What follows belongs to an exercise in optimizing a design on an open flow for small area, a short achievable clock period and few clock cycles per item; a production flow would make more cautious choices.
RTL that was checked went through simulation tests only; none was proved equivalent to the original.
For run 1, only the layout was checked, not whether the RTL still works.

==> flow/run.sh <==
#!/bin/bash
# synth_recipe.tcl (not shown) runs the flow's synth.tcl, then flattens the netlist and writes it again
# the make line also repeats each setting of config.mk as NAME=value (left out here)
make -C /OpenROAD-flow-scripts/flow DESIGN_CONFIG=/design/flow/config.mk WORK_HOME=/design/flow/orfs CLKGATE_MAP_FILE= SYNTH_SCRIPT=/design/flow/synth_recipe.tcl finish
==> flow/config.mk <==
export PLATFORM = sky130hd
export DESIGN_NAME = pipelined_prime_sieve
export DESIGN_NICKNAME = pipelined_prime_sieve
export VERILOG_FILES = /design/flow/design.v
export SDC_FILE = /design/flow/constraint.sdc
export NUM_CORES = 4
export LEC_CHECK = 0
export CAP_MARGIN = 20
export CORE_MARGIN = 2
export CORE_UTILIZATION = 40
export SLEW_MARGIN = 20
==> flow/constraint.sdc <==
create_clock -name core_clock -period 7.0 [get_ports {clk_i}]
set_input_delay 1.4000 -clock core_clock [delete_from_list [all_inputs] [get_ports {clk_i}]]
set_output_delay 1.4000 -clock core_clock [all_outputs]
set_load 0.01 [all_outputs]
==> flow/design.v <==
package pps_pkg;
  localparam int NumSlots  = 16;   
  localparam int ValueBits = 16;   
  localparam int NumTest   = 4;    
  localparam int InitSteps = 2;    
endpackage
module pps_cell (
  input  logic [15:0] v_i,
  input  logic [15:0] v3_i,     
  input  logic [15:1] inv_i,
  input  logic [14:0] lim_i,
  input  logic [3:0]  sh_i,
  output logic        div_o
);
  logic [7:0][15:0] pp;
  logic [15:0] x;
  logic [15:0] lim;
  logic [15:0] mask;
  assign x = {inv_i, 1'b1};
  always_comb begin
    for (int j = 0; j < 8; j++) begin
      unique case ({x[2*j+1], x[2*j]})
        2'd0: pp[j] = '0;
        2'd1: pp[j] = v_i << (2 * j);
        2'd2: pp[j] = v_i << (2 * j + 1);
        default: pp[j] = v3_i << (2 * j);
      endcase
    end
  end
  function automatic logic [31:0] csa(input logic [15:0] a, b, c);
    logic [15:0] s, cy;
    s  = a ^ b ^ c;
    cy = ((a & b) | (a & c) | (b & c)) << 1;
    csa = {s, cy};
  endfunction
  logic [15:0] s1, c1, s2, c2, s3, c3, s4, c4, s5, c5, s6, c6;
  assign {s1, c1} = csa(pp[0], pp[1], pp[2]);
  assign {s2, c2} = csa(pp[3], pp[4], pp[5]);
  assign {s3, c3} = csa(s1, c1, s2);
  assign {s4, c4} = csa(c2, pp[6], pp[7]);
  assign {s5, c5} = csa(s3, c3, s4);
  assign {s6, c6} = csa(s5, c5, c4);
  logic [16:0] xs;
  logic [17:0] ys;
  logic [15:0] ts, tc;
  logic [16:0] tcw;
  assign lim = {lim_i[14] & lim_i[13], lim_i};
  assign ts  = s6 ^ c6 ^ ~lim;
  assign tcw = {(s6 & c6) | (s6 & ~lim) | (c6 & ~lim), 1'b0};
  assign xs  = {1'b0, s6} + {1'b0, c6};
  assign ys  = {2'b0, ts} + {1'b0, tcw};
  assign mask  = ~(16'hffff << sh_i);
  assign div_o = (ys[17:16] <= {1'b0, xs[16]}) && ((v_i & mask) == 16'h0);
endmodule
module pipelined_prime_sieve (
  input  logic                          clk_i,
  input  logic                          rst_ni,
  input  logic                          in_valid_i,
  output logic                          in_stall_o,
  input  logic [pps_pkg::ValueBits-1:0] in_value_i,
  output logic                          out_valid_o,
  input  logic                          out_stall_i,
  output logic [pps_pkg::ValueBits-1:0] out_prime_value_o,
  output logic                          out_overflow_o
);
  localparam int NS = pps_pkg::NumSlots;
  localparam int T  = pps_pkg::NumTest;
  localparam int G  = NS / T;
  localparam int K  = pps_pkg::InitSteps;
  localparam int NC = (16 + K - 1) / K;    
  localparam int XW = NC * K;              
  localparam int CW = (NC > 1) ? $clog2(NC) : 1;
  logic [NS-1:0][15:1] inv_q;
  logic [NS-1:0][14:0] lim_q;
  logic [NS-1:0][3:0]  sh_q;
  logic [NS-1:0]       filled_q;    
  logic                pend_q;      
  logic [NS-1:0]       top_slot;    
  assign top_slot = filled_q & ~{1'b0, filled_q[NS-1:1]};
  logic        b_valid_q;
  logic [15:0] b_v_q;
  logic        acc, alive_in;
  assign in_stall_o = b_valid_q;
  assign acc        = in_valid_i && !b_valid_q;
  assign alive_in   = |in_value_i[15:1];
  logic         a_valid_q, a_old_q;
  logic [15:0]  a_v_q, a_v3_q;      
  logic [G-1:0] a_goh_q;            
  logic [T-1:0] div_t, wt_t;
  logic         last_grp;
  for (genvar t = 0; t < T; t++) begin : g_test
    logic [15:1] inv_s;
    logic [14:0] lim_s;
    logic [3:0]  sh_s;
    logic        fil_s, top_s, cdiv;
    always_comb begin
      inv_s = '0;
      lim_s = '0;
      sh_s  = '0;
      fil_s = 1'b0;
      top_s = 1'b0;
      for (int g = 0; g < G; g++) begin
        if (a_goh_q[g]) begin
          inv_s = inv_s | inv_q[g*T+t];
          lim_s = lim_s | lim_q[g*T+t];
          sh_s  = sh_s  | sh_q[g*T+t];
          fil_s = fil_s | filled_q[g*T+t];
          top_s = top_s | top_slot[g*T+t];
        end
      end
    end
    pps_cell u_cell (
      .v_i   (a_v_q),
      .v3_i  (a_v3_q),
      .inv_i (inv_s),
      .lim_i (lim_s),
      .sh_i  (sh_s),
      .div_o (cdiv)
    );
    assign wt_t[t]  = pend_q && top_s;
    assign div_t[t] = fil_s && !wt_t[t] && cdiv;
  end
  always_comb begin
    last_grp = 1'b1;
    for (int g = 0; g < G - 1; g++) begin
      if (a_goh_q[g]) last_grp = !filled_q[(g+1)*T];
    end
  end
  logic         d_valid_q, d_old_q, d_div_q, d_wt_q, d_last_q;
  logic [15:0]  d_v_q, d_v3_q;
  logic [G-1:0] d_goh_q;
  logic         st_q;               
  logic         pass, surv, drop, depart, keep, adv, store, out_ok;
  logic         n_valid, take;
  logic [15:0]  n_v;
  assign out_ok = !out_valid_q || !out_stall_i;
  assign pass   = d_valid_q && !d_div_q && !d_wt_q && !st_q;
  assign surv   = pass && d_last_q && d_old_q && out_ok;
  assign drop   = d_valid_q && d_div_q;
  assign depart = drop || surv;
  assign keep   = d_valid_q && !depart;
  assign adv    = pass && !d_last_q;
  assign store  = surv && !filled_q[NS-1];
  assign n_valid = b_valid_q || (acc && alive_in);
  assign n_v     = b_valid_q ? b_v_q : in_value_i;
  assign take    = !keep;           
  always_ff @(posedge clk_i or negedge rst_ni) begin
    if (!rst_ni) begin
      b_valid_q <= 1'b0;
      a_valid_q <= 1'b0;
      a_old_q   <= 1'b0;
      a_goh_q   <= G'(1);
      d_valid_q <= 1'b0;
      d_old_q   <= 1'b0;
      st_q      <= 1'b0;
    end else begin
      st_q      <= store;
      d_valid_q <= a_valid_q;
      d_old_q   <= a_old_q || (d_old_q && depart);
      d_goh_q   <= a_goh_q;
      if (keep) begin
        a_valid_q <= 1'b1;
        a_old_q   <= d_old_q;
        a_goh_q   <= adv ? {d_goh_q[G-2:0], 1'b0} : d_goh_q;
      end else begin
        a_valid_q <= n_valid;
        a_old_q   <= !a_valid_q;
        a_goh_q   <= G'(1);
      end
      if (take) b_valid_q <= 1'b0;
      else if (acc && alive_in) b_valid_q <= 1'b1;
    end
  end
  always_ff @(posedge clk_i) begin
    d_v_q    <= a_v_q;
    d_v3_q   <= a_v3_q;
    d_div_q  <= |div_t;
    d_wt_q   <= |wt_t;
    d_last_q <= last_grp;
    if (keep) begin
      a_v_q  <= d_v_q;
      a_v3_q <= d_v3_q;
    end else begin
      a_v_q  <= n_v;
      a_v3_q <= n_v + {n_v[14:0], 1'b0};
    end
    if (acc) b_v_q <= in_value_i;
  end
  logic        out_valid_q;
  logic [15:0] out_value_q;
  logic        out_ovf_q;
  always_ff @(posedge clk_i or negedge rst_ni) begin
    if (!rst_ni) begin
      out_valid_q <= 1'b0;
    end else if (surv) begin
      out_valid_q <= 1'b1;
    end else if (!out_stall_i) begin
      out_valid_q <= 1'b0;
    end
  end
  always_ff @(posedge clk_i) begin
    if (out_ok) begin
      out_value_q <= d_v_q;
      out_ovf_q   <= filled_q[NS-1];
    end
  end
  assign out_valid_o       = out_valid_q;
  assign out_prime_value_o = out_value_q;
  assign out_overflow_o    = out_ovf_q;
  logic          i_norm_q, i_calc_q, i_done_q, i_sync_q;
  logic          odep_q;     
  logic [15:0]   i_m_q;
  logic [3:0]    i_s_q;
  logic [15:0]   i_e_q;
  logic [15:0]   i_r_q;
  logic [XW-1:0] i_x_q, i_l_q;
  logic [CW-1:0] i_c_q;
  logic          o_valid, wr, ld_spec, ld_st, ld;
  logic [15:0]   o_v, ld_v;
  logic [15:0]   e_n, r_n;
  logic [K-1:0]  xb, lb;
  assign o_valid = (d_valid_q && d_old_q) || (a_valid_q && a_old_q);
  assign o_v     = (d_valid_q && d_old_q) ? d_v_q : a_v_q;
  assign ld_st   = st_q && !i_sync_q;
  assign wr      = pend_q && i_done_q && !ld_st;
  assign ld_spec = (!pend_q || wr) && o_valid && (odep_q || !i_sync_q);
  assign ld      = ld_spec || ld_st;
  assign ld_v    = ld_st ? out_value_q : o_v;
  always_comb begin
    logic [16:0] es;
    logic [16:0] r2;
    logic [17:0] df;
    e_n = i_e_q;
    r_n = i_r_q;
    for (int k = 0; k < K; k++) begin
      xb[k] = e_n[0];
      es    = {1'b0, e_n} + (e_n[0] ? {1'b0, i_m_q} : 17'h0);
      e_n   = es[16:1];
      r2    = {r_n, 1'b1};
      df    = {1'b0, r2} - {2'b0, i_m_q};
      lb[K-1-k] = !df[17];
      r_n   = df[17] ? r2[15:0] : df[15:0];
    end
  end
  always_ff @(posedge clk_i or negedge rst_ni) begin
    if (!rst_ni) begin
      i_norm_q <= 1'b0;
      i_calc_q <= 1'b0;
      i_done_q <= 1'b0;
      i_sync_q <= 1'b0;
      odep_q   <= 1'b0;
      pend_q   <= 1'b0;
      filled_q <= '0;
    end else begin
      odep_q <= depart && d_old_q;
      if (store) begin
        pend_q   <= 1'b1;
        filled_q <= {filled_q[NS-2:0], 1'b1};
      end else if (wr) begin
        pend_q   <= 1'b0;
      end
      if (ld) begin
        i_sync_q <= ld_spec;
        i_norm_q <= !ld_v[0];
        i_calc_q <= ld_v[0];
        i_done_q <= 1'b0;
      end else begin
        if (odep_q) i_sync_q <= 1'b0;
        if (i_norm_q && i_m_q[1]) begin
          i_norm_q <= 1'b0;
          i_calc_q <= 1'b1;
        end
        if (i_calc_q && i_c_q == CW'(NC - 1)) begin
          i_calc_q <= 1'b0;
          i_done_q <= 1'b1;
        end
      end
    end
  end
  always_ff @(posedge clk_i) begin
    if (ld) begin
      i_m_q <= ld_v;
      i_s_q <= '0;
      i_e_q <= {1'b0, ld_v[15:1]};
      i_r_q <= '0;
      i_c_q <= '0;
    end else if (i_norm_q) begin
      i_m_q <= {1'b0, i_m_q[15:1]};
      i_s_q <= i_s_q + 4'd1;
      i_e_q <= {2'b0, i_m_q[15:2]};
    end else if (i_calc_q) begin
      i_e_q <= e_n;
      i_r_q <= r_n;
      i_c_q <= i_c_q + CW'(1);
      i_x_q <= {xb, i_x_q[XW-1:K]};
      i_l_q <= {i_l_q[XW-K-1:0], lb};
    end
  end
  for (genvar k = 0; k < NS; k++) begin : g_slot
    always_ff @(posedge clk_i) begin
      if (wr && top_slot[k]) begin
        inv_q[k] <= i_x_q[14:0];
        lim_q[k] <= i_l_q[XW-2 -: 15];
        sh_q[k]  <= i_s_q;
      end
    end
  end
endmodule
==> summary.txt, run 1 <==
Placer Congestion -> 0.968
Synth Flop Type -> edfxtp_1
Hold Path Class -> reg2reg
drt pass-1 iters -> 6
drc violations -> 0
DRT iter0 DRCs -> 2995
via count -> 33305
CTS tree -> built
root buf cell -> clkbuf_16
Crit path max-delay family -> adder cells
grt ovf -> 0
Layout Nets -> 4749
top cells by area, synth -> edfxtp_1, fa_1, ha_1
fmax -> 139 MHz
net count after synthesis -> 4404
dpl hpwl -> 105 mm
most frequent cell on the critical path -> xnor2_1
crit path time final -> 7180 ps
Buf/Inv on CP -> 8
Slowest cell on crit path -> fa_1
DP Area -> 0.0503 mm2
I/O pin cnt -> 39
area grow syn2layout -> 18.4%
share of post-route cells with drive strength above 1 -> 19.1%
layout check failures -> negative setup slack
leading area contributor after synthesis -> edfxtp_1
Hold Path Stages -> 2
Slew headroom -> 28.7%
Distinct cells, synth -> 93
Clock transition at path regs -> 60 ps
worst hold path startpoint -> d_v3_q[1]
top post-synthesis cells by count -> edfxtp_1, a21oi_1, nand2_1
Largest stage delay, worst path -> 540 ps
RSZ-0062 raised after global routing -> true
Die Y -> 342 um
WS Path Type -> reg2reg
die width -> 342 um
clock insertion delay at the later pin of the skew report -> 700 ps
PortBufs -> 38
Hold Crit Endpoint -> a_v3_q[1]
CP startpoint kind -> flip-flop
clk_skew -> 33.7 ps
number of synthesized flops with an enable pin -> 643
Num CTS Buffers -> 82
H-tree level count -> 3
initial antenna violation count -> 3
cell area after layout -> 0.0540 mm2
number of max-cap violations -> 0
FP Rows -> 123
WL per Instance -> 25.6 um
Async SR Flop Fraction -> 4.30%
clk sinks -> 767
worst r2r path cells -> 35
Reg-to-Reg Start -> a_goh_q[1]
final hold violations -> 0
Slew Limit Fails -> 0
antenna-violating nets left -> 0
Avg Inst Size Synth -> 11.6 um2
CP Max Fanout -> 7
vias in the first global route -> 32844
Tcrit/Tclk final -> 103%
Post-Route WL -> 149 mm
R2R setup slack -> -180 ps
Max clock buf depth -> 3
sequential share of the synthesized area -> 48.1%
share of the synthesized area in the top cell type -> 42.3%
GRT Resource Usage Total -> 25.3%
full die area -> 0.117 mm2
worst setup margin -> -178 ps
status -> failed layout checks
Slew @ Worst Pin -> 1070 ps
vias per cell -> 5.72
Core Area -> 0.113 mm2
Synth Instances -> 3918
Yosys warnings -> 2
post-synthesis cell area -> 0.0456 mm2
cell with the most instances after synthesis -> edfxtp_1
Arr. time, crit path -> 7740 ps
Initial Util -> 40.4%
reg2reg end -> d_div_q
flops & latches, synth -> 767
largest net degree at the start of global routing -> 53
crit path capture type -> flip-flop
Critical Path RT -> 7560 ps
first-pass GRT wire length -> 218 mm
setup violators final -> 1
## cell type report
type	count	area, um2
inverters	257	965
clock inverters	38	526
well taps	1500	1880
clock buffers	106	2180
flip-flops and latches	767	22000
diodes	1	2.50
repair buffers	493	4290
multi-input cells	2662	22200
fillers	10077	58800
## placed cells by master (no fill, tap or decap), types with 18 or more instances in the layout
cell             instances
edfxtp_1               643
buf_4                  413
a21oi_1                297
nand2_1                290
ha_1                   279
inv_1                  250
mux2i_1                230
nor2_1                 214
fa_1                   174
o21ai_0                161
a22oi_1                114
nand3_1                 88
dfxtp_1                 84
clkbuf_16               83
xnor2_1                 80
mux2_2                  73
a22o_1                  61
and2_1                  53
a21o_1                  48
a221oi_1                39
a22oi_2                 37
clkdlybuf4s50_1         37
buf_12                  34
nor3_1                  31
xor2_1                  31
dfrtp_1                 29
o21a_1                  21
clkbuf_1                21
o211ai_1                19
nand4_1                 18
## tightest hold or removal path, delay by kind of cell (launching register included)
family / cells / cell delay (ps)
DFF: 1 / 300
and+or+nand+nor: 2 / 100
## per-layer routing
layer,vias to the layer above,track usage (%),routed length (um)
li1,15057,-,-
met1,16499,34.1,62300
met2,1430,39.6,67400
met3,317,5.49,12600
met4,2,10.3,6610
met5,-,0,13
## flip-flops by register name, summed over array words and instances (netlist names), 3 cells and up
| signal | flops |
|---|---|
| lim_q | 240 |
| d_v3_q | 16 |
| i_c_q | 3 |
| inv_q | 240 |
| d_v_q | 16 |
| i_x_q | 16 |
| b_v_q | 16 |
| i_e_q | 16 |
| a_v3_q | 16 |
| i_l_q | 15 |
| filled_q | 16 |
| i_s_q | 4 |
| a_goh_q | 4 |
| d_goh_q | 4 |
| out_value_q | 16 |
| sh_q | 64 |
| a_v_q | 16 |
| i_r_q | 16 |
| i_m_q | 16 |
## cells by family after synthesis
kind of cell,share of synthesized area [%]
adder cells (fa/ha/maj),15.8
XOR/XNOR,2.22
AND/OR/NAND/NOR,7.84
buffers and inverters,4.37
AO/OA/AOI/OAI,14.6
flip-flops,48.1
multiplexers,6.95
## how the worst max path moves through the flow
stage	startpoint	to	slack [ps]	cells past startpoint
floorplan	a_goh_q[2]	d_div_q	9	33
global placement	a_goh_q[0]	d_div_q	-480	35
detailed placement	a_goh_q[0]	d_div_q	-510	35
CTS	a_goh_q[1]	d_div_q	-120	36
global route	a_goh_q[1]	d_div_q	-540	37
finish	a_goh_q[1]	d_div_q	-180	35
## through the flow
stage | hold WS, ps | util, % | std cells | TNS [ps] | setup slack (ps)
6_report | 426 | 47.9 | 5824 | -178 | -178
5_1_grt | 452 | 47.9 | 5823 | -542 | -542
4_1_cts | 429 | 47.7 | 5815 | -124 | -124
3_5_place_dp | 411 | 44.6 | 5623 | -508 | -508
3_3_place_gp | 406 | 44.6 | 5623 | -480 | -480
2_1_floorplan | 329 | - | 3918 | 0 | 8.90
## timing repair
action	in CTS	in global routing
setup endpoints to repair	1	1
gates cloned	2	0
endpoints found under the hold margin	0	0
gates resized for setup	84	20
hold buffers	0	0
pin swaps	74	33
buffers inserted	47	8
==> run 2: changes to the inputs <==
--- a/flow/design.v
+++ b/flow/design.v
@@ -84,46 +84,23 @@
   assign acc        = in_valid_i && !b_valid_q;
   assign alive_in   = |in_value_i[15:1];
-  logic         a_valid_q, a_old_q;
+  logic         a_valid_q, a_old_q, a_last_q;
   logic [15:0]  a_v_q, a_v3_q;      
   logic [G-1:0] a_goh_q;            
-  logic [T-1:0] div_t, wt_t;
-  logic         last_grp;
+  logic [T-1:0][15:1] a_inv_q;
+  logic [T-1:0][14:0] a_lim_q;
+  logic [T-1:0][3:0]  a_sh_q;
+  logic [T-1:0]       a_fil_q, a_wt_q;
+  logic [T-1:0] div_t;
   for (genvar t = 0; t < T; t++) begin : g_test
-    logic [15:1] inv_s;
-    logic [14:0] lim_s;
-    logic [3:0]  sh_s;
-    logic        fil_s, top_s, cdiv;
-    always_comb begin
-      inv_s = '0;
-      lim_s = '0;
-      sh_s  = '0;
-      fil_s = 1'b0;
-      top_s = 1'b0;
-      for (int g = 0; g < G; g++) begin
-        if (a_goh_q[g]) begin
-          inv_s = inv_s | inv_q[g*T+t];
-          lim_s = lim_s | lim_q[g*T+t];
-          sh_s  = sh_s  | sh_q[g*T+t];
-          fil_s = fil_s | filled_q[g*T+t];
-          top_s = top_s | top_slot[g*T+t];
-        end
-      end
-    end
+    logic cdiv;
     pps_cell u_cell (
       .v_i   (a_v_q),
       .v3_i  (a_v3_q),
-      .inv_i (inv_s),
-      .lim_i (lim_s),
-      .sh_i  (sh_s),
+      .inv_i (a_inv_q[t]),
+      .lim_i (a_lim_q[t]),
+      .sh_i  (a_sh_q[t]),
       .div_o (cdiv)
     );
-    assign wt_t[t]  = pend_q && top_s;
-    assign div_t[t] = fil_s && !wt_t[t] && cdiv;
-  end
-  always_comb begin
-    last_grp = 1'b1;
-    for (int g = 0; g < G - 1; g++) begin
-      if (a_goh_q[g]) last_grp = !filled_q[(g+1)*T];
-    end
+    assign div_t[t] = a_fil_q[t] && !a_wt_q[t] && cdiv;
   end
   logic         d_valid_q, d_old_q, d_div_q, d_wt_q, d_last_q;
@@ -131,9 +108,10 @@
   logic [G-1:0] d_goh_q;
   logic         st_q;               
+  logic         st2_q;              
   logic         pass, surv, drop, depart, keep, adv, store, out_ok;
   logic         n_valid, take;
   logic [15:0]  n_v;
   assign out_ok = !out_valid_q || !out_stall_i;
-  assign pass   = d_valid_q && !d_div_q && !d_wt_q && !st_q;
+  assign pass   = d_valid_q && !d_div_q && !d_wt_q && !st_q && !st2_q;
   assign surv   = pass && d_last_q && d_old_q && out_ok;
   assign drop   = d_valid_q && d_div_q;
@@ -145,4 +123,33 @@
   assign n_v     = b_valid_q ? b_v_q : in_value_i;
   assign take    = !keep;           
+  logic [G-1:0] n_goh;
+  logic         n_last;
+  logic [T-1:0][15:1] n_inv;
+  logic [T-1:0][14:0] n_lim;
+  logic [T-1:0][3:0]  n_sh;
+  logic [T-1:0]       n_fil, n_wt;
+  assign n_goh = !keep ? G'(1) : adv ? {d_goh_q[G-2:0], 1'b0} : d_goh_q;
+  always_comb begin
+    n_last = 1'b1;
+    for (int g = 0; g < G - 1; g++) begin
+      if (n_goh[g]) n_last = !filled_q[(g+1)*T];
+    end
+    for (int t = 0; t < T; t++) begin
+      n_inv[t] = '0;
+      n_lim[t] = '0;
+      n_sh[t]  = '0;
+      n_fil[t] = 1'b0;
+      n_wt[t]  = 1'b0;
+      for (int g = 0; g < G; g++) begin
+        if (n_goh[g]) begin
+          n_inv[t] = n_inv[t] | inv_q[g*T+t];
+          n_lim[t] = n_lim[t] | lim_q[g*T+t];
+          n_sh[t]  = n_sh[t]  | sh_q[g*T+t];
+          n_fil[t] = n_fil[t] | filled_q[g*T+t];
+          n_wt[t]  = n_wt[t]  | (pend_q && top_slot[g*T+t]);
+        end
+      end
+    end
+  end
   always_ff @(posedge clk_i or negedge rst_ni) begin
     if (!rst_ni) begin
@@ -154,17 +161,18 @@
       d_old_q   <= 1'b0;
       st_q      <= 1'b0;
+      st2_q     <= 1'b0;
     end else begin
       st_q      <= store;
+      st2_q     <= st_q;
       d_valid_q <= a_valid_q;
       d_old_q   <= a_old_q || (d_old_q && depart);
       d_goh_q   <= a_goh_q;
+      a_goh_q   <= n_goh;
       if (keep) begin
         a_valid_q <= 1'b1;
         a_old_q   <= d_old_q;
-        a_goh_q   <= adv ? {d_goh_q[G-2:0], 1'b0} : d_goh_q;
       end else begin
         a_valid_q <= n_valid;
         a_old_q   <= !a_valid_q;
-        a_goh_q   <= G'(1);
       end
       if (take) b_valid_q <= 1'b0;
@@ -176,6 +184,12 @@
     d_v3_q   <= a_v3_q;
     d_div_q  <= |div_t;
-    d_wt_q   <= |wt_t;
-    d_last_q <= last_grp;
+    d_wt_q   <= |(a_fil_q & a_wt_q);
+    d_last_q <= a_last_q;
+    a_last_q <= n_last;
+    a_inv_q  <= n_inv;
+    a_lim_q  <= n_lim;
+    a_sh_q   <= n_sh;
+    a_fil_q  <= n_fil;
+    a_wt_q   <= n_wt;
     if (keep) begin
       a_v_q  <= d_v_q;
==> run 2 against run 1 <==
Now clean on timing, DRC and antenna; cell count decreased by 0.31%; setup slack better by 450 ps; routed wire length fell by 5.9%; hold slack got worse by 87 ps; clock skew is 14 ps higher; register-to-register slack gained 450 ps; synthesized cell count is 3.6% higher; non-clock buffer count shrank 297; highest routed layer is now met4.
==> summary.txt, run 2 <==
Arr. time, crit path -> 7370 ps
WS Path Type -> reg2reg
Core Util, Final -> 45.1%
Post-Route WL -> 140 mm
clock insertion delay at the later pin of the skew report -> 710 ps
reg2reg end -> d_div_q
clk_skew -> 47.6 ps
FP Rows -> 128
Distinct cells, synth -> 73
Slew Limit Fails -> 0
Yosys warnings -> 2
first-pass GRT wire length -> 212 mm
sequential share of the synthesized area -> 51.0%
Largest regs -> inv_q (240), lim_q (240), sh_q (64)
Setup TNS -> 0 ps
clk sinks -> 913
CP Max Fanout -> 9
CTS tree -> built
Num CTS Buffers -> 94
top post-synthesis cells by count -> edfxtp_1, a22oi_1, inv_1
worst r2r path cells -> 26
Tcrit/Tclk final -> 96.2%
Die Y -> 353 um
commonest cells after routing, fill and taps aside -> edfxtp_1, a22oi_1, inv_1, ha_1, nand2_1
via count -> 32280
status -> finished clean
antenna-violating nets left -> 0
post-CTS setup buffer count -> 0
cell area after layout -> 0.0548 mm2
Clock transition at path regs -> 70 ps
H-tree level count -> 3
final hold violations -> 0
leading area contributor after synthesis -> edfxtp_1
Reg-to-Reg Start -> a_inv_q[16]
I/O pin cnt -> 39
Hold Path Stages -> 0
cell with the most instances after synthesis -> edfxtp_1
DRT iter0 DRCs -> 2927
share of post-route cells with drive strength above 1 -> 14.8%
fmax -> 149 MHz
full die area -> 0.125 mm2
root buf cell -> clkbuf_16
top cells by area, synth -> edfxtp_1, dfxtp_1, fa_1
drc violations -> 0
Critical Path RT -> 7640 ps
Slew @ Worst Pin -> 988 ps
drt pass-1 iters -> 5
Synth Instances -> 4061
post-synthesis cell area -> 0.0488 mm2
PortBufs -> 38
CP startpoint kind -> flip-flop
GRT Resource Usage Total -> 22.3%
vias in the first global route -> 32048
area grow syn2layout -> 12.3%
most common cell after layout, fill and taps aside -> edfxtp_1
number of max-cap violations -> 0
vias per cell -> 5.56
Layout Nets -> 4582
Placer Congestion -> 0.940
Slew headroom -> 34.0%
Avg Inst Size Synth -> 12.0 um2
Synth Flop Type -> edfxtp_1
net count after synthesis -> 4547
R2R setup slack -> 270 ps
Max clock buf depth -> 3
grt ovf -> 0
Async SR Flop Fraction -> 3.72%
DP Area -> 0.0517 mm2
number of synthesized flops with an enable pin -> 643
flops & latches, synth -> 913
initial antenna violation count -> 2
crit path capture type -> flip-flop
RSZ-0062 raised after global routing -> false
die width -> 353 um
Core Area -> 0.121 mm2
setup violators final -> 0
worst hold path startpoint -> a_last_q
WL per Instance -> 24.1 um
Initial Util -> 40.2%
share of the synthesized area in the top cell type -> 39.6%
crit path time final -> 6730 ps
Fin Hold WS -> 340 ps
dpl hpwl -> 97.4 mm
Hold Path Class -> reg2reg
largest net degree at the start of global routing -> 58
fill count -> 11151
Hold Crit Endpoint -> d_last_q
## run 2: layout make-up
| type | count | area, um2 | area share [%] |
|---|---|---|---|
| flip-flops and latches | 913 | 24900 | 45.4 |
| multi-input cells | 2529 | 21600 | 39.5 |
| clock buffers | 139 | 2690 | 4.90 |
| well taps | 1625 | 2030 | 3.71 |
| repair buffers | 196 | 1750 | 3.20 |
| inverters | 362 | 1370 | 2.50 |
| clock inverters | 38 | 394 | 0.719 |
| diodes | 4 | 10.0 | 0.0183 |
## run 2: repair_timing
| action | 4_1_cts | 5_1_grt |
|---|---|---|
| resized for setup | 0 | 12 |
| endpoints found under the hold margin | 0 | 0 |
| hold buffers | 0 | 0 |
| endpoints found under the setup margin | 0 | 1 |
## run 2: worst max path at each step
stage | from | end | slack, ps | depth (start not counted)
2_1_floorplan | a_v_q[8] | d_div_q | 630 | 31
3_3_place_gp | a_inv_q[20] | d_div_q | 430 | 26
3_5_place_dp | a_inv_q[20] | d_div_q | 290 | 26
4_1_cts | a_v_q[10] | d_div_q | 240 | 27
5_1_grt | a_v_q[6] | d_div_q | 5 | 27
6_report | a_inv_q[16] | d_div_q | 270 | 26
## run 2: logic make-up (layout without fill, tap and decap cells)
| group | after synthesis | in the layout | synth area share [%] |
|---|---|---|---|
| multiplexers | 318 | 318 | 7.20 |
| AND/OR/NAND/NOR | 668 | 668 | 6.33 |
| buffers and inverters | 619 | 735 | 4.95 |
| adder cells (fa/ha/maj) | 469 | 469 | 14.8 |
| other | 0 | 4 | 0 |
| AO/OA/AOI/OAI | 960 | 960 | 13.7 |
| flip-flops | 913 | 913 | 51.0 |
| XOR/XNOR | 114 | 114 | 2.05 |
## run 2: critical path: stages (launching register included)
cell and delay [ps]:
dfxtp_1 680, mux2_2 400, a22o_1 200, fa_1 520
inv_1 60, fa_1 380, fa_1 420, xor2_1 180
xnor2_1 140, xnor2_1 160, xnor2_1 270, xor2_1 260
inv_1 90, fa_1 520, inv_1 40, ha_1 290
a21oi_1 160, o21ai_0 110, a31oi_1 250, xnor2_1 110
ha_1 270, o21ai_0 90, nor4b_1 310, o2111ai_1 160
a211oi_1 310, o41ai_1 190, nand4_1 120
## run 2: metal layers
layer | global-route usage, % | vias up | wire length [um]
li1 | - | 14825 | -
met1 | 31.4 | 16210 | 62400
met2 | 36.2 | 1056 | 65800
met3 | 3.01 | 189 | 8530
met4 | 6.37 | 0 | 3500
met5 | 0 | - | 0
## run 2: through the flow
stage / setup slack (ps) / std cells
after global placement: 431 / 5625
after floorplan: 632 / 4061
after global routing: 5.30 / 5802
after detailed placement: 291 / 5625
after CTS: 238 / 5802
final: 269 / 5806
Testbench counts of run 2, summed over its fixed seeds: cycles 5,221, items 3,080.
==> run 3: changes to the inputs <==
--- a/flow/design.v
+++ b/flow/design.v
@@ -9,11 +9,10 @@
   input  logic [15:0] v3_i,     
   input  logic [15:1] inv_i,
-  input  logic [14:0] lim_i,
   input  logic [3:0]  sh_i,
-  output logic        div_o
+  output logic [15:0] q_o,
+  output logic        mok_o
 );
   logic [7:0][15:0] pp;
   logic [15:0] x;
-  logic [15:0] lim;
   logic [15:0] mask;
   assign x = {inv_i, 1'b1};
@@ -30,6 +29,6 @@
   function automatic logic [31:0] csa(input logic [15:0] a, b, c);
     logic [15:0] s, cy;
-    s  = a ^ b ^ c;
-    cy = ((a & b) | (a & c) | (b & c)) << 1;
+    s   = a ^ b ^ c;
+    cy  = ((a & b) | (a & c) | (b & c)) << 1;
     csa = {s, cy};
   endfunction
@@ -41,15 +40,7 @@
   assign {s5, c5} = csa(s3, c3, s4);
   assign {s6, c6} = csa(s5, c5, c4);
-  logic [16:0] xs;
-  logic [17:0] ys;
-  logic [15:0] ts, tc;
-  logic [16:0] tcw;
-  assign lim = {lim_i[14] & lim_i[13], lim_i};
-  assign ts  = s6 ^ c6 ^ ~lim;
-  assign tcw = {(s6 & c6) | (s6 & ~lim) | (c6 & ~lim), 1'b0};
-  assign xs  = {1'b0, s6} + {1'b0, c6};
-  assign ys  = {2'b0, ts} + {1'b0, tcw};
+  assign q_o   = s6 + c6;
   assign mask  = ~(16'hffff << sh_i);
-  assign div_o = (ys[17:16] <= {1'b0, xs[16]}) && ((v_i & mask) == 16'h0);
+  assign mok_o = (v_i & mask) == 16'h0;
 endmodule
 module pipelined_prime_sieve (
@@ -68,5 +59,5 @@
   localparam int G  = NS / T;
   localparam int K  = pps_pkg::InitSteps;
-  localparam int NC = (16 + K - 1) / K;    
+  localparam int NC = (15 + K - 1) / K;    
   localparam int XW = NC * K;              
   localparam int CW = (NC > 1) ? $clog2(NC) : 1;
@@ -91,18 +82,26 @@
   logic [T-1:0][3:0]  a_sh_q;
   logic [T-1:0]       a_fil_q, a_wt_q;
-  logic [T-1:0] div_t;
+  logic [T-1:0][15:0] q_t;
+  logic [T-1:0]       mok_t;
   for (genvar t = 0; t < T; t++) begin : g_test
-    logic cdiv;
     pps_cell u_cell (
       .v_i   (a_v_q),
       .v3_i  (a_v3_q),
       .inv_i (a_inv_q[t]),
-      .lim_i (a_lim_q[t]),
       .sh_i  (a_sh_q[t]),
-      .div_o (cdiv)
+      .q_o   (q_t[t]),
+      .mok_o (mok_t[t])
     );
-    assign div_t[t] = a_fil_q[t] && !a_wt_q[t] && cdiv;
   end
-  logic         d_valid_q, d_old_q, d_div_q, d_wt_q, d_last_q;
+  logic         d_valid_q, d_old_q, d_div, d_wt_q, d_last_q;
+  logic [T-1:0][15:0] d_q_q;        
+  logic [T-1:0][14:0] d_lim_q;
+  logic [T-1:0]       d_ok_q;       
+  logic [T-1:0]       d_div_t;
+  for (genvar t = 0; t < T; t++) begin : g_cmp
+    assign d_div_t[t] = d_ok_q[t] &&
+        (d_q_q[t] <= {d_lim_q[t][14] & d_lim_q[t][13], d_lim_q[t]});
+  end
+  assign d_div = |d_div_t;
   logic [15:0]  d_v_q, d_v3_q;
   logic [G-1:0] d_goh_q;
@@ -113,7 +112,7 @@
   logic [15:0]  n_v;
   assign out_ok = !out_valid_q || !out_stall_i;
-  assign pass   = d_valid_q && !d_div_q && !d_wt_q && !st_q && !st2_q;
+  assign pass   = d_valid_q && !d_div && !d_wt_q && !st_q && !st2_q;
   assign surv   = pass && d_last_q && d_old_q && out_ok;
-  assign drop   = d_valid_q && d_div_q;
+  assign drop   = d_valid_q && d_div;
   assign depart = drop || surv;
   assign keep   = d_valid_q && !depart;
@@ -183,5 +182,7 @@
     d_v_q    <= a_v_q;
     d_v3_q   <= a_v3_q;
-    d_div_q  <= |div_t;
+    d_q_q    <= q_t;
+    d_lim_q  <= a_lim_q;
+    d_ok_q   <= a_fil_q & ~a_wt_q & mok_t;
     d_wt_q   <= |(a_fil_q & a_wt_q);
     d_last_q <= a_last_q;
@@ -223,26 +224,33 @@
   assign out_overflow_o    = out_ovf_q;
   logic          i_norm_q, i_calc_q, i_done_q, i_sync_q;
-  logic          odep_q;     
   logic [15:0]   i_m_q;
   logic [3:0]    i_s_q;
   logic [15:0]   i_e_q;
-  logic [15:0]   i_r_q;
+  logic [17:0]   i_r_q;     
   logic [XW-1:0] i_x_q, i_l_q;
   logic [CW-1:0] i_c_q;
-  logic          o_valid, wr, ld_spec, ld_st, ld;
-  logic [15:0]   o_v, ld_v;
-  logic [15:0]   e_n, r_n;
+  logic          o_valid, odep, nold_valid, nold_ev, i_free, i_last;
+  logic          ld_spec, ld_st, ld, wr_fin;
+  logic [15:0]   o_v, nold_v, ld_v;
+  logic [15:0]   e_n;
+  logic [17:0]   r_n;
   logic [K-1:0]  xb, lb;
-  assign o_valid = (d_valid_q && d_old_q) || (a_valid_q && a_old_q);
-  assign o_v     = (d_valid_q && d_old_q) ? d_v_q : a_v_q;
-  assign ld_st   = st_q && !i_sync_q;
-  assign wr      = pend_q && i_done_q && !ld_st;
-  assign ld_spec = (!pend_q || wr) && o_valid && (odep_q || !i_sync_q);
+  logic [XW-1:0] x_fin, l_fin;
+  logic [14:0]   w_inv, w_lim;
+  assign o_valid    = (d_valid_q && d_old_q) || (a_valid_q && a_old_q);
+  assign o_v        = (d_valid_q && d_old_q) ? d_v_q : a_v_q;
+  assign odep       = depart && d_old_q;
+  assign nold_valid = a_valid_q || (take && n_valid);
+  assign nold_v     = a_valid_q ? a_v_q : n_v;
+  assign nold_ev    = (odep || !o_valid) && nold_valid;
+  assign i_last  = i_calc_q && (i_c_q == CW'(NC - 1));
+  assign wr_fin  = pend_q && (i_done_q || i_last);
+  assign i_free  = !pend_q || wr_fin;
+  assign ld_st   = store && !i_sync_q;
+  assign ld_spec = !store && i_free && (nold_ev || (!i_sync_q && o_valid && !odep));
   assign ld      = ld_spec || ld_st;
-  assign ld_v    = ld_st ? out_value_q : o_v;
+  assign ld_v    = ld_st ? d_v_q : nold_ev ? nold_v : o_v;
   always_comb begin
     logic [16:0] es;
-    logic [16:0] r2;
-    logic [17:0] df;
     e_n = i_e_q;
     r_n = i_r_q;
@@ -251,10 +259,13 @@
       es    = {1'b0, e_n} + (e_n[0] ? {1'b0, i_m_q} : 17'h0);
       e_n   = es[16:1];
-      r2    = {r_n, 1'b1};
-      df    = {1'b0, r2} - {2'b0, i_m_q};
-      lb[K-1-k] = !df[17];
-      r_n   = df[17] ? r2[15:0] : df[15:0];
+      if (!r_n[17]) r_n = {r_n[16:0], 1'b1} - {2'b0, i_m_q};
+      else          r_n = {r_n[16:0], 1'b1} + {2'b0, i_m_q};
+      lb[K-1-k] = !r_n[17];
     end
   end
+  assign x_fin = {xb, i_x_q[XW-1:K]};
+  assign l_fin = {i_l_q[XW-K-1:0], lb};
+  assign w_inv = i_last ? x_fin[14:0] : i_x_q[14:0];
+  assign w_lim = i_last ? l_fin[XW-1 -: 15] : i_l_q[XW-1 -: 15];
   always_ff @(posedge clk_i or negedge rst_ni) begin
     if (!rst_ni) begin
@@ -263,13 +274,11 @@
       i_done_q <= 1'b0;
       i_sync_q <= 1'b0;
-      odep_q   <= 1'b0;
       pend_q   <= 1'b0;
       filled_q <= '0;
     end else begin
-      odep_q <= depart && d_old_q;
       if (store) begin
         pend_q   <= 1'b1;
         filled_q <= {filled_q[NS-2:0], 1'b1};
-      end else if (wr) begin
+      end else if (wr_fin) begin
         pend_q   <= 1'b0;
       end
@@ -280,10 +289,10 @@
         i_done_q <= 1'b0;
       end else begin
-        if (odep_q) i_sync_q <= 1'b0;
+        if (store || odep) i_sync_q <= 1'b0;
         if (i_norm_q && i_m_q[1]) begin
           i_norm_q <= 1'b0;
           i_calc_q <= 1'b1;
         end
-        if (i_calc_q && i_c_q == CW'(NC - 1)) begin
+        if (i_last) begin
           i_calc_q <= 1'b0;
           i_done_q <= 1'b1;
@@ -297,5 +306,5 @@
       i_s_q <= '0;
       i_e_q <= {1'b0, ld_v[15:1]};
-      i_r_q <= '0;
+      i_r_q <= 18'd1;
       i_c_q <= '0;
     end else if (i_norm_q) begin
@@ -307,13 +316,13 @@
       i_r_q <= r_n;
       i_c_q <= i_c_q + CW'(1);
-      i_x_q <= {xb, i_x_q[XW-1:K]};
-      i_l_q <= {i_l_q[XW-K-1:0], lb};
+      i_x_q <= x_fin;
+      i_l_q <= l_fin;
     end
   end
   for (genvar k = 0; k < NS; k++) begin : g_slot
     always_ff @(posedge clk_i) begin
-      if (wr && top_slot[k]) begin
-        inv_q[k] <= i_x_q[14:0];
-        lim_q[k] <= i_l_q[XW-2 -: 15];
+      if (wr_fin && top_slot[k]) begin
+        inv_q[k] <= w_inv;
+        lim_q[k] <= w_lim;
         sh_q[k]  <= i_s_q;
       end
==> run 3 against run 2 <==
Register-to-register slack better by 1200 ps; count of clock-buffer cells in the layout up 7; setup slack better by 1200 ps; sequential cell count up 129; core utilization down 0.29 points; first-iteration DRC count up 7.1%; die area up 6.9%; critical endpoint is now d_q_q[46].
==> summary.txt, run 3 <==
Inst Count DP -> 5760
Num CTS Buffers -> 106
cell area after layout -> 0.0581 mm2
crit path time final -> 5550 ps
fmax -> 180 MHz
top cells by area, synth -> edfxtp_1, dfxtp_1, ha_1
# hold bufs at CTS -> 0
commonest cells after routing, fill and taps aside -> edfxtp_1, dfxtp_1, ha_1, inv_1, mux2_2
antenna-violating nets left -> 0
full die area -> 0.133 mm2
dpl hpwl -> 93.9 mm
status -> finished clean
Yosys warnings -> 2
Slew headroom -> 29.3%
net count after synthesis -> 4634
Setup TNS -> 0 ps
drc violations -> 0
Largest stage delay, worst path -> 910 ps
most common cell after layout, fill and taps aside -> edfxtp_1
Hold Path Stages -> 0
Initial Util -> 40.3%
cell with the most instances after synthesis -> edfxtp_1
via count -> 33670
number of synthesized flops with an enable pin -> 644
post-route insts no fill -> 5962
PortBufs -> 38
die width -> 365 um
Placer Congestion -> 0.919
Async SR Flop Fraction -> 3.17%
post-synthesis cell area -> 0.0522 mm2
worst hold path startpoint -> a_lim_q[51]
PostCTS Resize Cnt -> 0
DP Area -> 0.0544 mm2
Hold Crit Endpoint -> d_lim_q[51]
n_diodes -> 0
Buf/Inv on CP -> 1
initial antenna violation count -> 6
fill count -> 11787
I/O pin cnt -> 39
Arr. time, crit path -> 6230 ps
leading area contributor after synthesis -> edfxtp_1
first-pass GRT wire length -> 216 mm
Distinct cells, synth -> 85
final hold violations -> 0
WS Path Type -> reg2reg
largest net degree at the start of global routing -> 122
Layout Nets -> 4588
area grow syn2layout -> 11.3%
flops & latches, synth -> 1042
WL per Instance -> 24.3 um
Reg-to-Reg Start -> a_inv_q[31]
Largest regs -> inv_q (240), lim_q (240)
vias per cell -> 5.65
clk sinks -> 1042
Core Area -> 0.129 mm2
post-CTS setup buffer count -> 0
clk_skew -> 47.7 ps
reg2reg end -> d_q_q[46]
Slew @ Worst Pin -> 1060 ps
share of the synthesized area in the top cell type -> 37.1%
Max clock buf depth -> 3
Tcrit/Tclk final -> 79.3%
vias in the first global route -> 33125
Slew Limit Fails -> 0
CP startpoint kind -> flip-flop
Clock transition at path regs -> 70 ps
Synth Instances -> 4172
setup violators final -> 0
crit path capture type -> flip-flop
Hold Path Class -> reg2reg
number of max-cap violations -> 0
DRT iter0 DRCs -> 3136
RSZ-0062 raised after global routing -> false
Post-Route WL -> 145 mm
Avg Inst Size Synth -> 12.5 um2
Critical Path RT -> 7680 ps
CTS tree -> built
Slowest cell on crit path -> nor2b_1
root buf cell -> clkbuf_16
top post-synthesis cells by count -> edfxtp_1, dfxtp_1, ha_1
GRT Resource Usage Total -> 21.6%
FP Rows -> 132
sequential share of the synthesized area -> 52.6%
Die Y -> 365 um
share of post-route cells with drive strength above 1 -> 13.5%
Synth Flop Type -> edfxtp_1
CP Cell Sequence -> nor2b_1, a22oi_1, fa_1, inv_1, fa_1, ha_1, ha_1, ha_1, fa_1, a21oi_1, nor2_1, nor2_1, o21bai_1, a21oi_1, o21bai_1, a21oi_1, xnor2_1
CP Max Fanout -> 16
grt ovf -> 0
drt pass-1 iters -> 5
H-tree level count -> 3
R2R setup slack -> 1450 ps
worst r2r path cells -> 17
Crit path max-delay family -> adder cells
clock insertion delay at the later pin of the skew report -> 760 ps
-- run 3: changes by cell type in the layout (fill, tap and decap cells not counted), sizes merged, moves of 30 or more --
cell	delta
fa	-35
a22o	+146
a221o	+140
dfxtp	+129
a22oi	-287
buf	-73
a21oi	+45
nand2	-113
nand3	-30
inv	-77
o21bai	+31
xnor2	+52
-- run 3: area by class of cell --
cell class	instances	area (um2)	share of cell area [%]
clock buffers	146	3000	5.16
clock inverters	56	673	1.16
inverters	283	1060	1.83
multi-input cells	2570	22600	38.9
flip-flops and latches	1042	27500	47.3
well taps	1742	2180	3.75
repair buffers	123	1090	1.87
-- run 3: logic make-up (layout without fill, tap and decap cells) --
logic type,after synthesis,after routing,synth area share (%)
AO/OA/AOI/OAI,1042,1042,14.9
XOR/XNOR,155,155,2.60
adder cells (fa/ha/maj),444,444,12.7
buffers and inverters,560,608,4.42
flip-flops,1042,1042,52.6
multiplexers,329,329,6.96
AND/OR/NAND/NOR,600,600,5.71
-- run 3: stage by stage --
stage	utilization (%)	setup WS, ps	hold WS (ps)
after floorplan	-	2320	310
after global placement	42.0	1480	310
after detailed placement	42.0	1430	312
after CTS	44.8	1510	302
after global routing	44.8	1090	308
final	44.8	1450	303
-- run 3: worst max-delay path by stage --
stage,start,to,slack (ps),cells past startpoint
after floorplan,i_m_q[1],i_e_q[12],2320,20
after global placement,out_stall_i,a_last_q,1480,10
after detailed placement,out_stall_i,a_last_q,1430,10
after CTS,i_e_q[0],i_e_q[12],1510,20
after global routing,i_e_q[0],i_e_q[12],1090,20
final,a_inv_q[31],d_q_q[46],1450,17
-- run 3: routing by layer --
metal  up-vias  global-route usage, %  routed length (um)
met4         4                   6.70                3690
met5         -                      0                  26
met2      1091                   33.9               65700
met3       218                   3.12                9290
met1     16978                   30.9               66200
li1      15379                      -                   -
-- run 3: worst reg2reg max path, delay by kind of cell, from the launching register on --
kind	cells	cell delay, ps
adder cells (fa/ha/maj)	6	2320
XOR/XNOR	1	160
AO/OA/AOI/OAI	6	1000
flip-flops	1	830
buffers and inverters	1	50
AND/OR/NAND/NOR	3	1130
Testbench counts of run 3, summed over its fixed seeds: cycles 5,085, items 3,080.
==> run 4: changes to the inputs <==
--- a/flow/design.v
+++ b/flow/design.v
@@ -13,32 +13,168 @@
   output logic        mok_o
 );
-  logic [7:0][15:0] pp;
   logic [15:0] x;
+  logic [7:0]  d1, d2, d3;      
+  logic [15:0] ra, rb;
   logic [15:0] mask;
   assign x = {inv_i, 1'b1};
-  always_comb begin
-    for (int j = 0; j < 8; j++) begin
-      unique case ({x[2*j+1], x[2*j]})
-        2'd0: pp[j] = '0;
-        2'd1: pp[j] = v_i << (2 * j);
-        2'd2: pp[j] = v_i << (2 * j + 1);
-        default: pp[j] = v3_i << (2 * j);
-      endcase
-    end
+  for (genvar j = 0; j < 8; j++) begin : g_dig
+    assign d1[j] =  x[2*j] && !x[2*j+1];
+    assign d2[j] = !x[2*j] &&  x[2*j+1];
+    assign d3[j] =  x[2*j] &&  x[2*j+1];
   end
-  function automatic logic [31:0] csa(input logic [15:0] a, b, c);
-    logic [15:0] s, cy;
-    s   = a ^ b ^ c;
-    cy  = ((a & b) | (a & c) | (b & c)) << 1;
-    csa = {s, cy};
-  endfunction
-  logic [15:0] s1, c1, s2, c2, s3, c3, s4, c4, s5, c5, s6, c6;
-  assign {s1, c1} = csa(pp[0], pp[1], pp[2]);
-  assign {s2, c2} = csa(pp[3], pp[4], pp[5]);
-  assign {s3, c3} = csa(s1, c1, s2);
-  assign {s4, c4} = csa(c2, pp[6], pp[7]);
-  assign {s5, c5} = csa(s3, c3, s4);
-  assign {s6, c6} = csa(s5, c5, c4);
-  assign q_o   = s6 + c6;
+  logic p1, p2, p3, p4, p5, p6, p7, p8, p9, p10, p11, p12, p13, p14, p15, p16, p17, p18, p19, p20, p21, p22, p23, p24, p25, p26, p27, p28, p29, p30, p31, p32, p33, p34, p35, p36, p37, p38, p39, p40, p41, p42, p43, p44, p45, p46, p47, p48, p49, p50, p51, p52, p53, p54, p55, p56, p57, p58, p59, p60, p61, p62, p63, p64, p65, p66, p67, p68, p69, p70, p71, p72, s73, c74, s75, c76, s77, c78, s79, c80, s81, s82, s83, c84, s85, c86, s87, c88, s89, c90, s91, c92, s93, c94, s95, c96, s97, c98, s99, c100, s101, c102, s103, c104, s105, c106, s107, s108, s109, c110, s111, c112, s113, c114, s115, c116, s117, c118, s119, c120, s121, c122, s123, c124, s125, c126, s127, s128, c129, s130, c131, s132, c133, s134, c135, s136, c137, s138, c139, s140, c141, s142, c143, s144, c145, s146, c147, s148, c149, s150;
+  assign p1 = x[1] ? v3_i[0] : v_i[0];
+  assign p2 = x[1] ? v3_i[1] : v_i[1];
+  assign p3 = x[1] ? v3_i[2] : v_i[2];
+  assign p4 = x[1] ? v3_i[3] : v_i[3];
+  assign p5 = x[1] ? v3_i[4] : v_i[4];
+  assign p6 = x[1] ? v3_i[5] : v_i[5];
+  assign p7 = x[1] ? v3_i[6] : v_i[6];
+  assign p8 = x[1] ? v3_i[7] : v_i[7];
+  assign p9 = x[1] ? v3_i[8] : v_i[8];
+  assign p10 = x[1] ? v3_i[9] : v_i[9];
+  assign p11 = x[1] ? v3_i[10] : v_i[10];
+  assign p12 = x[1] ? v3_i[11] : v_i[11];
+  assign p13 = x[1] ? v3_i[12] : v_i[12];
+  assign p14 = x[1] ? v3_i[13] : v_i[13];
+  assign p15 = x[1] ? v3_i[14] : v_i[14];
+  assign p16 = x[1] ? v3_i[15] : v_i[15];
+  assign p17 = (d1[1] & v_i[0]) | (d3[1] & v3_i[0]);
+  assign p18 = (d1[1] & v_i[1]) | (d2[1] & v_i[0]) | (d3[1] & v3_i[1]);
+  assign p19 = (d1[1] & v_i[2]) | (d2[1] & v_i[1]) | (d3[1] & v3_i[2]);
+  assign p20 = (d1[1] & v_i[3]) | (d2[1] & v_i[2]) | (d3[1] & v3_i[3]);
+  assign p21 = (d1[1] & v_i[4]) | (d2[1] & v_i[3]) | (d3[1] & v3_i[4]);
+  assign p22 = (d1[1] & v_i[5]) | (d2[1] & v_i[4]) | (d3[1] & v3_i[5]);
+  assign p23 = (d1[1] & v_i[6]) | (d2[1] & v_i[5]) | (d3[1] & v3_i[6]);
+  assign p24 = (d1[1] & v_i[7]) | (d2[1] & v_i[6]) | (d3[1] & v3_i[7]);
+  assign p25 = (d1[1] & v_i[8]) | (d2[1] & v_i[7]) | (d3[1] & v3_i[8]);
+  assign p26 = (d1[1] & v_i[9]) | (d2[1] & v_i[8]) | (d3[1] & v3_i[9]);
+  assign p27 = (d1[1] & v_i[10]) | (d2[1] & v_i[9]) | (d3[1] & v3_i[10]);
+  assign p28 = (d1[1] & v_i[11]) | (d2[1] & v_i[10]) | (d3[1] & v3_i[11]);
+  assign p29 = (d1[1] & v_i[12]) | (d2[1] & v_i[11]) | (d3[1] & v3_i[12]);
+  assign p30 = (d1[1] & v_i[13]) | (d2[1] & v_i[12]) | (d3[1] & v3_i[13]);
+  assign p31 = (d1[2] & v_i[0]) | (d3[2] & v3_i[0]);
+  assign p32 = (d1[2] & v_i[1]) | (d2[2] & v_i[0]) | (d3[2] & v3_i[1]);
+  assign p33 = (d1[2] & v_i[2]) | (d2[2] & v_i[1]) | (d3[2] & v3_i[2]);
+  assign p34 = (d1[2] & v_i[3]) | (d2[2] & v_i[2]) | (d3[2] & v3_i[3]);
+  assign p35 = (d1[2] & v_i[4]) | (d2[2] & v_i[3]) | (d3[2] & v3_i[4]);
+  assign p36 = (d1[2] & v_i[5]) | (d2[2] & v_i[4]) | (d3[2] & v3_i[5]);
+  assign p37 = (d1[2] & v_i[6]) | (d2[2] & v_i[5]) | (d3[2] & v3_i[6]);
+  assign p38 = (d1[2] & v_i[7]) | (d2[2] & v_i[6]) | (d3[2] & v3_i[7]);
+  assign p39 = (d1[2] & v_i[8]) | (d2[2] & v_i[7]) | (d3[2] & v3_i[8]);
+  assign p40 = (d1[2] & v_i[9]) | (d2[2] & v_i[8]) | (d3[2] & v3_i[9]);
+  assign p41 = (d1[2] & v_i[10]) | (d2[2] & v_i[9]) | (d3[2] & v3_i[10]);
+  assign p42 = (d1[2] & v_i[11]) | (d2[2] & v_i[10]) | (d3[2] & v3_i[11]);
+  assign p43 = (d1[3] & v_i[0]) | (d3[3] & v3_i[0]);
+  assign p44 = (d1[3] & v_i[1]) | (d2[3] & v_i[0]) | (d3[3] & v3_i[1]);
+  assign p45 = (d1[3] & v_i[2]) | (d2[3] & v_i[1]) | (d3[3] & v3_i[2]);
+  assign p46 = (d1[3] & v_i[3]) | (d2[3] & v_i[2]) | (d3[3] & v3_i[3]);
+  assign p47 = (d1[3] & v_i[4]) | (d2[3] & v_i[3]) | (d3[3] & v3_i[4]);
+  assign p48 = (d1[3] & v_i[5]) | (d2[3] & v_i[4]) | (d3[3] & v3_i[5]);
+  assign p49 = (d1[3] & v_i[6]) | (d2[3] & v_i[5]) | (d3[3] & v3_i[6]);
+  assign p50 = (d1[3] & v_i[7]) | (d2[3] & v_i[6]) | (d3[3] & v3_i[7]);
+  assign p51 = (d1[3] & v_i[8]) | (d2[3] & v_i[7]) | (d3[3] & v3_i[8]);
+  assign p52 = (d1[3] & v_i[9]) | (d2[3] & v_i[8]) | (d3[3] & v3_i[9]);
+  assign p53 = (d1[4] & v_i[0]) | (d3[4] & v3_i[0]);
+  assign p54 = (d1[4] & v_i[1]) | (d2[4] & v_i[0]) | (d3[4] & v3_i[1]);
+  assign p55 = (d1[4] & v_i[2]) | (d2[4] & v_i[1]) | (d3[4] & v3_i[2]);
+  assign p56 = (d1[4] & v_i[3]) | (d2[4] & v_i[2]) | (d3[4] & v3_i[3]);
+  assign p57 = (d1[4] & v_i[4]) | (d2[4] & v_i[3]) | (d3[4] & v3_i[4]);
+  assign p58 = (d1[4] & v_i[5]) | (d2[4] & v_i[4]) | (d3[4] & v3_i[5]);
+  assign p59 = (d1[4] & v_i[6]) | (d2[4] & v_i[5]) | (d3[4] & v3_i[6]);
+  assign p60 = (d1[4] & v_i[7]) | (d2[4] & v_i[6]) | (d3[4] & v3_i[7]);
+  assign p61 = (d1[5] & v_i[0]) | (d3[5] & v3_i[0]);
+  assign p62 = (d1[5] & v_i[1]) | (d2[5] & v_i[0]) | (d3[5] & v3_i[1]);
+  assign p63 = (d1[5] & v_i[2]) | (d2[5] & v_i[1]) | (d3[5] & v3_i[2]);
+  assign p64 = (d1[5] & v_i[3]) | (d2[5] & v_i[2]) | (d3[5] & v3_i[3]);
+  assign p65 = (d1[5] & v_i[4]) | (d2[5] & v_i[3]) | (d3[5] & v3_i[4]);
+  assign p66 = (d1[5] & v_i[5]) | (d2[5] & v_i[4]) | (d3[5] & v3_i[5]);
+  assign p67 = (d1[6] & v_i[0]) | (d3[6] & v3_i[0]);
+  assign p68 = (d1[6] & v_i[1]) | (d2[6] & v_i[0]) | (d3[6] & v3_i[1]);
+  assign p69 = (d1[6] & v_i[2]) | (d2[6] & v_i[1]) | (d3[6] & v3_i[2]);
+  assign p70 = (d1[6] & v_i[3]) | (d2[6] & v_i[2]) | (d3[6] & v3_i[3]);
+  assign p71 = (d1[7] & v_i[0]) | (d3[7] & v3_i[0]);
+  assign p72 = (d1[7] & v_i[1]) | (d2[7] & v_i[0]) | (d3[7] & v3_i[1]);
+  assign s73 = p13 ^ p27;
+  assign c74 = p13 & p27;
+  assign s75 = p14 ^ p28 ^ p40;
+  assign c76 = (p14 & p28) | (p14 & p40) | (p28 & p40);
+  assign s77 = p15 ^ p29 ^ p41;
+  assign c78 = (p15 & p29) | (p15 & p41) | (p29 & p41);
+  assign s79 = p51 ^ p59;
+  assign c80 = p51 & p59;
+  assign s81 = p16 ^ p30 ^ p42;
+  assign s82 = p52 ^ p60 ^ p66;
+  assign s83 = p9 ^ p23;
+  assign c84 = p9 & p23;
+  assign s85 = p10 ^ p24 ^ p36;
+  assign c86 = (p10 & p24) | (p10 & p36) | (p24 & p36);
+  assign s87 = p11 ^ p25 ^ p37;
+  assign c88 = (p11 & p25) | (p11 & p37) | (p25 & p37);
+  assign s89 = p47 ^ p55;
+  assign c90 = p47 & p55;
+  assign s91 = p12 ^ p26 ^ p38;
+  assign c92 = (p12 & p26) | (p12 & p38) | (p26 & p38);
+  assign s93 = p48 ^ p56 ^ p62;
+  assign c94 = (p48 & p56) | (p48 & p62) | (p56 & p62);
+  assign s95 = s73 ^ p39 ^ p49;
+  assign c96 = (s73 & p39) | (s73 & p49) | (p39 & p49);
+  assign s97 = p57 ^ p63 ^ p67;
+  assign c98 = (p57 & p63) | (p57 & p67) | (p63 & p67);
+  assign s99 = s75 ^ p50 ^ p58;
+  assign c100 = (s75 & p50) | (s75 & p58) | (p50 & p58);
+  assign s101 = p64 ^ p68 ^ c74;
+  assign c102 = (p64 & p68) | (p64 & c74) | (p68 & c74);
+  assign s103 = s77 ^ s79 ^ p65;
+  assign c104 = (s77 & s79) | (s77 & p65) | (s79 & p65);
+  assign s105 = p69 ^ p71 ^ c76;
+  assign c106 = (p69 & p71) | (p69 & c76) | (p71 & c76);
+  assign s107 = s81 ^ s82 ^ p70;
+  assign s108 = p72 ^ c78 ^ c80;
+  assign s109 = p7 ^ p21;
+  assign c110 = p7 & p21;
+  assign s111 = p8 ^ p22 ^ p34;
+  assign c112 = (p8 & p22) | (p8 & p34) | (p22 & p34);
+  assign s113 = s83 ^ p35 ^ p45;
+  assign c114 = (s83 & p35) | (s83 & p45) | (p35 & p45);
+  assign s115 = s85 ^ p46 ^ p54;
+  assign c116 = (s85 & p46) | (s85 & p54) | (p46 & p54);
+  assign s117 = s87 ^ s89 ^ p61;
+  assign c118 = (s87 & s89) | (s87 & p61) | (s89 & p61);
+  assign s119 = s91 ^ s93 ^ c88;
+  assign c120 = (s91 & s93) | (s91 & c88) | (s93 & c88);
+  assign s121 = s95 ^ s97 ^ c92;
+  assign c122 = (s95 & s97) | (s95 & c92) | (s97 & c92);
+  assign s123 = s99 ^ s101 ^ c96;
+  assign c124 = (s99 & s101) | (s99 & c96) | (s101 & c96);
+  assign s125 = s103 ^ s105 ^ c100;
+  assign c126 = (s103 & s105) | (s103 & c100) | (s105 & c100);
+  assign s127 = s107 ^ s108 ^ c104;
+  assign s128 = p5 ^ p19;
+  assign c129 = p5 & p19;
+  assign s130 = p6 ^ p20 ^ p32;
+  assign c131 = (p6 & p20) | (p6 & p32) | (p20 & p32);
+  assign s132 = s109 ^ p33 ^ p43;
+  assign c133 = (s109 & p33) | (s109 & p43) | (p33 & p43);
+  assign s134 = s111 ^ p44 ^ c110;
+  assign c135 = (s111 & p44) | (s111 & c110) | (p44 & c110);
+  assign s136 = s113 ^ p53 ^ c112;
+  assign c137 = (s113 & p53) | (s113 & c112) | (p53 & c112);
+  assign s138 = s115 ^ c84 ^ c114;
+  assign c139 = (s115 & c84) | (s115 & c114) | (c84 & c114);
+  assign s140 = s117 ^ c86 ^ c116;
+  assign c141 = (s117 & c86) | (s117 & c116) | (c86 & c116);
+  assign s142 = s119 ^ c90 ^ c118;
+  assign c143 = (s119 & c90) | (s119 & c118) | (c90 & c118);
+  assign s144 = s121 ^ c94 ^ c120;
+  assign c145 = (s121 & c94) | (s121 & c120) | (c94 & c120);
+  assign s146 = s123 ^ c98 ^ c122;
+  assign c147 = (s123 & c98) | (s123 & c122) | (c98 & c122);
+  assign s148 = s125 ^ c102 ^ c124;
+  assign c149 = (s125 & c102) | (s125 & c124) | (c102 & c124);
+  assign s150 = s127 ^ c106 ^ c126;
+  assign ra = {s150, s148, s146, s144, s142, s140, s138, s136, s134, s132, s130, s128, p4, p3, p2, p1};
+  assign rb = {c149, c147, c145, c143, c141, c139, c137, c135, c133, c131, c129, p31, p18, p17, 1'b0, 1'b0};
+  assign q_o   = ra + rb;
   assign mask  = ~(16'hffff << sh_i);
   assign mok_o = (v_i & mask) == 16'h0;
--- a/flow/config.mk
+++ b/flow/config.mk
@@ -9,3 +9,4 @@
 export CORE_MARGIN = 2
 export CORE_UTILIZATION = 40
+export SETUP_SLACK_MARGIN = 2.5
 export SLEW_MARGIN = 20
==> run 4 against run 3 <==
Synthesized area decreased by 1.5%; core utilization increased by 0.87 points; maximum frequency increased by 25%; critical endpoint is now i_r_q[17]; sequential cell count unchanged; via count increased by 2.3%; largest cell class unchanged.
==> summary.txt, run 4 <==
CP startpoint kind -> flip-flop
Synth Area in Adders -> 11.1%
Synth Instances -> 4325
drt pass-1 iters -> 7
share of the synthesized area in the top cell type -> 37.6%
area grow syn2layout -> 13.3%
grt ovf -> 0
CTS tree -> built
die width -> 363 um
via count -> 34447
post-synthesis cell area -> 0.0514 mm2
final hold violations -> 0
CP Cell Sequence -> inv_1, ha_1, nor2b_2, o41ai_4, nor3_1, o21ai_0, o31ai_2, xnor2_2, ha_4, a21o_1, a21o_1, o21ai_1, o21ai_2, and3_4, o41ai_4, mux2i_1, o31ai_1
Core Area -> 0.128 mm2
Critical Path RT -> 7560 ps
Slew Limit Fails -> 0
top post-synthesis cells by count -> edfxtp_1, dfxtp_1, a22oi_1
Critical Path Start -> i_m_q[6]
drc violations -> 0
Layout Nets -> 4722
status -> finished clean
RSZ-0062 raised after global routing -> true
WS Path Type -> reg2reg
fmax -> 226 MHz
Synth Area in Compound Gates -> 14.5%
Die Y -> 363 um
clock insertion delay at the later pin of the skew report -> 710 ps
Num CTS Buffers -> 106
number of max-cap violations -> 0
Slew headroom -> 30.4%
root buf cell -> clkbuf_16
vias per cell -> 5.66
first-pass GRT wire length -> 218 mm
Async SR Flop Fraction -> 3.17%
Synth Flop Type -> edfxtp_1
vias in the first global route -> 33163
# hold bufs at CTS -> 0
Hold Path Class -> reg2reg
R2R setup slack -> 2580 ps
xor/xnor share of the synthesized area -> 2.76%
Yosys warnings -> 1
WL per Instance -> 24.3 um
Synth Area in Simple Gates -> 7.56%
Arr. time, crit path -> 4980 ps
I/O pin cnt -> 39
Buf/Inv on CP -> 1
clk_skew -> 59.0 ps
Slew @ Worst Pin -> 1040 ps
commonest cells after routing, fill and taps aside -> edfxtp_1, a22oi_1, nand2_1, dfxtp_1, mux2_2
largest net degree at the start of global routing -> 143
CP Max Fanout -> 7
main combinational cell family by area after synthesis -> compound AO/OA/AOI/OAI gates
crit path time final -> 4420 ps
full die area -> 0.131 mm2
DRT iter0 DRCs -> 3587
crit path capture type -> flip-flop
top cells by area, synth -> edfxtp_1, dfxtp_1, ha_1
Largest stage delay, worst path -> 500 ps
number of synthesized flops with an enable pin -> 644
cell area after layout -> 0.0583 mm2
Largest regs -> inv_q (240), lim_q (240)
share of post-route cells with drive strength above 1 -> 16.7%
Tcrit/Tclk final -> 63.2%
Post-Route WL -> 148 mm
Reg-to-Reg Start -> i_m_q[6]
worst setup margin -> 2580 ps
leading area contributor after synthesis -> edfxtp_1
multiplexer share of the synthesized area -> 6.72%
clk sinks -> 1042
## run 4: kinds of logic after synthesis
| kind of cell | count (synthesis) |
|---|---|
| buffers and inverters | 523 |
| xor gates and xnor gates | 162 |
| AOI/OAI and AO/OA | 1084 |
| adders and majority gates | 380 |
| muxes | 313 |
| DFF | 1042 |
| and+or+nand+nor | 821 |
## run 4: per-stage QoR
stage               std cells  hold WS [ps]  util (%)
floorplan                4325           310         -
global placement         5822           311      42.0
detailed placement       5822           312      42.0
CTS                      6040           299      45.1
global route             6080           303      45.7
finish                   6081           305      45.7
## run 4: repair_timing
| item | 4_1_cts | 5_1_grt |
|---|---|---|
| pin swaps | 2 | 29 |
| cloned | 0 | 1 |
| setup endpoints to repair | 283 | 213 |
| resized for setup | 69 | 109 |
| setup buffers | 16 | 39 |
## run 4: path summary, 6_finish.rpt
path	to	depth (start not counted)
min in group asynchronous	out_valid_q	1
max in group asynchronous	a_valid_q	1
worst max register to register	i_r_q[17]	17
worst min register to register	d_lim_q[34]	0
worst max-delay path	i_r_q[17]	17
worst min-delay path	d_lim_q[34]	0
## run 4: area by class of cell
class                           instances  area [um2]
Timing Repair Buffer                  167        1510
Sequential cell                      1042       27500
Fill cell                           11450       69200
Multi-Input combinational cell       2760       22600
Antenna cell                            1        2.50
Clock inverter                         42         434
Inverter                              247         951
Tap cell                             1662        2080
Clock buffer                          160        3160
## run 4: routing by layer
layer / part of all wire [%] / routed length, um / up-vias / GRT usage (%)
met5: 0 / 0 / - / 0
met3: 7.0 / 10300 / 190 / 2.99
met1: 45 / 66300 / 17184 / 31.9
li1: - / - / 15800 / -
met4: 2.8 / 4160 / 0 / 6.19
met2: 45 / 67100 / 1273 / 34.5
Testbench counts of run 4, summed over its fixed seeds: cycles 5,085, items 3,080.

==> port drivers added, routing unchanged <==
The results above use ideal ports. As a check the final layouts listed here were re-extracted and re-timed, cells and wires unchanged. Step 1, drivers: a clkbuf_16 drives clk_i and a buf_2 each remaining input, both assumed. Step 2 moves the port delays by t, midway between the first and last clock arrival at a register: inputs arrive t later, outputs are due t later. That takes back most of the time a late clock gives input paths. a / b / c = ideal ports / drivers / drivers and shift; a / b = the first two.
run | t (ns) | setup WS [ns] | hold slack, ns | worst register clock-pin slew, ns
run 1 | 0.754 | -0.178 / -0.178 / -0.178 | 0.426 / 0.426 / 0.426 | 0.07 / 0.07
run 2 | 0.756 | 0.269 / 0.269 / 0.269 | 0.340 / 0.340 / 0.340 | 0.07 / 0.07
run 3 | 0.808 | 1.449 / 1.449 / 1.402 | 0.303 / 0.303 / 0.303 | 0.07 / 0.07
run 4 | 0.751 | 2.575 / 2.575 / 2.082 | 0.305 / 0.305 / 0.305 | 0.07 / 0.07
The setup slack of run 4, which loses most, moves by 0.000 ns with the drivers and by -0.493 ns with both steps.
